From an optimization exercise on the open Yosys and OpenROAD flow, aimed at small area, a short achievable clock period and few clock cycles; shortcuts taken in it are not production practice. Only simulation tests tie the RTL to the original design; equivalence was not proved. Power and IR drop assume default switching activity.

## source_text_tokenizer_top
module source_text_tokenizer_top (
  input  logic        clk_i,
  input  logic        rst_ni,
  input  logic        in_valid,
  output logic        in_ready,
  input  logic [7:0]  in_text_byte,
  input  logic        in_end_of_text,
  output logic        out_valid,
  input  logic        out_ready,
  output logic [5:0]  out_kind,
  output logic [23:0] out_start_offset,
  output logic [15:0] out_token_length,
  output logic [15:0] out_token_line,
  output logic [15:0] out_token_col,
  output logic [7:0]  out_string_byte,
  output logic        out_last
);
export LEC_CHECK = 0
export CAP_MARGIN = 20
export CORE_MARGIN = 2
export CORE_UTILIZATION = 60
export PLACE_DENSITY = 0.75
export SLEW_MARGIN = 20
create_clock -name core_clock -period 9.0 [get_ports {clk_i}]
standard.sh (not shown) runs the stock make flow with config.mk's settings and CLKGATE_MAP_FILE= SYNTH_SCRIPT=/design/flow/synth_recipe.tcl, a recipe that flattens the netlist after the stock synthesis.
==> flow/flow/run.sh <==
#!/bin/bash
set -euo pipefail
export BUFFER_PORTS_ARGS="-buffer_cell sky130_fd_sc_hd__buf_1"
export CTS_ARGS="-sink_clustering_enable -repair_clock_nets -dont_use_dummy_load -buf_list sky130_fd_sc_hd__clkbuf_8 -sink_buffer_max_cap_derate 0.6"
export SETUP_SLACK_MARGIN=5.65
bash standard.sh > standard_flow.log 2>&1
Testbench counts at the start, summed over its fixed seeds: cycles 24,429.
Edit:
==> flow/flow/run.sh (replaced) <==
#!/bin/bash
set -euo pipefail
export BUFFER_PORTS_ARGS="-buffer_cell sky130_fd_sc_hd__buf_1"
export CTS_ARGS="-sink_clustering_enable -repair_clock_nets -dont_use_dummy_load -buf_list sky130_fd_sc_hd__clkbuf_8 -sink_buffer_max_cap_derate 0.6"
export SETUP_SLACK_MARGIN=5.8
bash standard.sh > standard_flow.log 2>&1
PLACE_DENSITY = 0.7   (was 0.75)
After rerunning: Design area rises by 6.6%; setup slack got worse by 0.061 ns; utilization goes up by 4.6 points.

source_text_tokenizer_top again, from the RTL that the note above started with.
==> flow/config.mk <==
export PLATFORM = sky130hd
export DESIGN_NAME = source_text_tokenizer_top
export DESIGN_NICKNAME = source_text_tokenizer_top
export VERILOG_FILES = /design/flow/design.v
export SDC_FILE = /design/flow/constraint.sdc
export NUM_CORES = 4
export LEC_CHECK = 0
export CAP_MARGIN = 20
export CORE_MARGIN = 2
export CORE_UTILIZATION = 65
export PLACE_DENSITY = 0.7
export SLEW_MARGIN = 20
==> flow/constraint.sdc <==
create_clock -name core_clock -period 9.0 [get_ports {clk_i}]
set_input_delay 1.8000 -clock core_clock [delete_from_list [all_inputs] [get_ports {clk_i}]]
set_output_delay 1.8000 -clock core_clock [all_outputs]
set_load 0.01 [all_outputs]
==> flow/flow/run.sh <==
#!/bin/bash
set -euo pipefail
export BUFFER_PORTS_ARGS="-buffer_cell sky130_fd_sc_hd__buf_1"
export CTS_ARGS="-sink_clustering_enable -repair_clock_nets -dont_use_dummy_load -buf_list sky130_fd_sc_hd__clkbuf_8 -sink_buffer_max_cap_derate 0.6"
export SETUP_SLACK_MARGIN=5.65
bash standard.sh > standard_flow.log 2>&1
The baseline completed without violations.
Testbench counts at the start, summed over its fixed seeds: cycles 24,429.
==> next run, changes <==
Settings changed: CORE_UTILIZATION 65 to 60.
What happened:
- non-clock buffer count is higher by 3
- core utilization fell by 5.4 points
- total power shrinks by 0.41%
- fmax stays flat
- worst setup slack loses 3.7 ps
- clock skew fell by 10 ps

Setup of xenon:
Another version of the RTL of source_text_tokenizer_top (not shown whole).
For scale: about 200 flip-flops, roughly 100 I/O pins, roughly 12000 µm² of cells after synthesis.
export LEC_CHECK = 0
export CAP_MARGIN = 20
export CORE_MARGIN = 2
export CORE_UTILIZATION = 60
export PLACE_DENSITY = 0.7
export SLEW_MARGIN = 20
create_clock -name core_clock -period 9.0 [get_ports {clk_i}]
==> flow/flow/run.sh <==
#!/bin/bash
set -euo pipefail
export BUFFER_PORTS_ARGS="-buffer_cell sky130_fd_sc_hd__buf_1"
export CTS_ARGS="-sink_clustering_enable -repair_clock_nets -dont_use_dummy_load -root_buf sky130_fd_sc_hd__clkbuf_16 -buf_list sky130_fd_sc_hd__clkbuf_8 -sink_clustering_size 12"
export SETUP_SLACK_MARGIN=5.5
bash standard.sh > standard_flow.log 2>&1
xenon | status: complete | timing, DRC, antenna: pass
Testbench counts of xenon, summed over its fixed seeds: cycles 24,327.
#### Input delta (harbor over xenon)
==> flow/flow/run.sh <==
#!/bin/bash
set -euo pipefail
export BUFFER_PORTS_ARGS="-buffer_cell sky130_fd_sc_hd__buf_1"
export CTS_ARGS="-sink_clustering_enable -repair_clock_nets -dont_use_dummy_load -buf_list sky130_fd_sc_hd__clkbuf_8 -sink_buffer_max_cap_derate 0.6"
export SETUP_SLACK_MARGIN=5.25
bash standard.sh > standard_flow.log 2>&1
Results
Both conditions hold for harbor: the flow ran to the end and the final layout passed the timing, DRC and antenna checks. Of harbor and xenon, harbor shows the lower combinational power share, with xenon above it. Sort harbor and xenon by total iterations of the first detailed-routing run, descending, and harbor comes first. As far as number of flip-flops and latches goes, xenon and harbor are indistinguishable; the numbers are identical.
What cedar does differently from harbor at the input level:
==> flow/flow/run.sh <==
#!/bin/bash
set -euo pipefail
export BUFFER_PORTS_ARGS="-buffer_cell sky130_fd_sc_hd__buf_1"
export CTS_ARGS="-sink_clustering_enable -repair_clock_nets -dont_use_dummy_load -buf_list sky130_fd_sc_hd__clkbuf_8 -sink_buffer_max_cap_derate 0.6"
export SETUP_SLACK_MARGIN=5.5
bash standard.sh MATCH_CELL_FOOTPRINT=0 finish > standard_flow.log 2>&1
==> notes.md <==
- cedar went all the way through the flow, and no timing, DRC or antenna check failed.
- | sequential cell count | cedar vs harbor | ≈ equal |
- Re number of iterations in the first detailed-routing pass: no difference whatsoever between cedar and harbor.
- Across both runs, timing-limited maximum frequency was higher for cedar than for harbor.
- cedar vs harbor: number of buffers outside the clock class in the layout up by more than 10%
- Met3 usage: cedar < harbor
- As far as depth of the most critical reg-to-reg path goes, harbor and cedar are indistinguishable; the numbers are identical.
- cedar vs harbor, setup slack went up by 140 ps.
- Summary of cedar over harbor: first-iteration DRC count rose by 12%; fraction of layout cells with a size suffix above 1 saw an increase; hold slack went down by 11 ps.
- Looking at first element of the critical path, the out_ready result is from cedar; the hb_q[4] one comes from harbor.
- Highest net fanout along the worst path, harbor and cedar: lower on cedar
Modified inputs, zinc compared to cedar
==> flow/flow/run.sh <==
#!/bin/bash
set -euo pipefail
export BUFFER_PORTS_ARGS="-buffer_cell sky130_fd_sc_hd__buf_1"
export CTS_ARGS="-sink_clustering_enable -repair_clock_nets -dont_use_dummy_load -buf_list sky130_fd_sc_hd__clkbuf_8 -sink_buffer_max_cap_derate 0.6"
export SETUP_SLACK_MARGIN=5.65
bash standard.sh > standard_flow.log 2>&1
==> comparison <==
Diff zinc..cedar | site row count | negligible
Leakage power figure: zinc worse than cedar
Going from cedar to zinc, total iterations of the first detailed-routing run grows by 4.
Status: average vias per placed instance parity (zinc, cedar)
The clock network power was comparable across cedar and zinc.
Sequential cell area share: cedar and zinc compared, lower one is zinc
Comparing cedar and zinc, the lower cell area power density was measured on cedar.

-- what the ideal ports hide --
In the flow no input, the clock included, has a driving cell. The finished layouts below were timed again as built, in two steps.
Step 1 (the two cells are an assumption about what drives the block):
set clk [get_ports {clk_i}]
set_driving_cell -lib_cell sky130_fd_sc_hd__clkbuf_16 $clk
set_driving_cell -lib_cell sky130_fd_sc_hd__buf_2 [delete_from_list [all_inputs] $clk]
Step 2, shift: input delay + t, output delay - t, t = (earliest + latest rising clock arrival at the registers) / 2. This alone moves slack from input paths to output paths.
Three values: ideal ports, drivers, drivers and shift; two values: the first two.
| run | t (ns) | setup slack, ns | pins driven straight from the clock port |
|---|---|---|---|
| the first run of note 1 | 0.489 | 5.702 / 5.689 / 5.297 | 1 |
| the second run of note 1 | 0.508 | 5.641 / 5.641 / 5.299 | 1 |
| the first run of note 2 | 0.520 | 5.703 / 5.681 / 5.256 | 1 |
| the second run of note 2 | 0.506 | 5.699 / 5.699 / 5.209 | 1 |
| xenon | 0.437 | 5.544 / 5.565 / 5.128 | 1 |
| harbor | 0.498 | 5.377 / 5.377 / 4.944 | 1 |
| cedar | 0.503 | 5.520 / 5.524 / 5.038 | 1 |
| zinc | 0.500 | 5.664 / 5.664 / 5.207 | 1 |
After both steps every run listed still meets setup and hold. The setup slack of the second run of note 2, which loses most, moves by 0.000 ns with the drivers and by -0.490 ns with both steps.
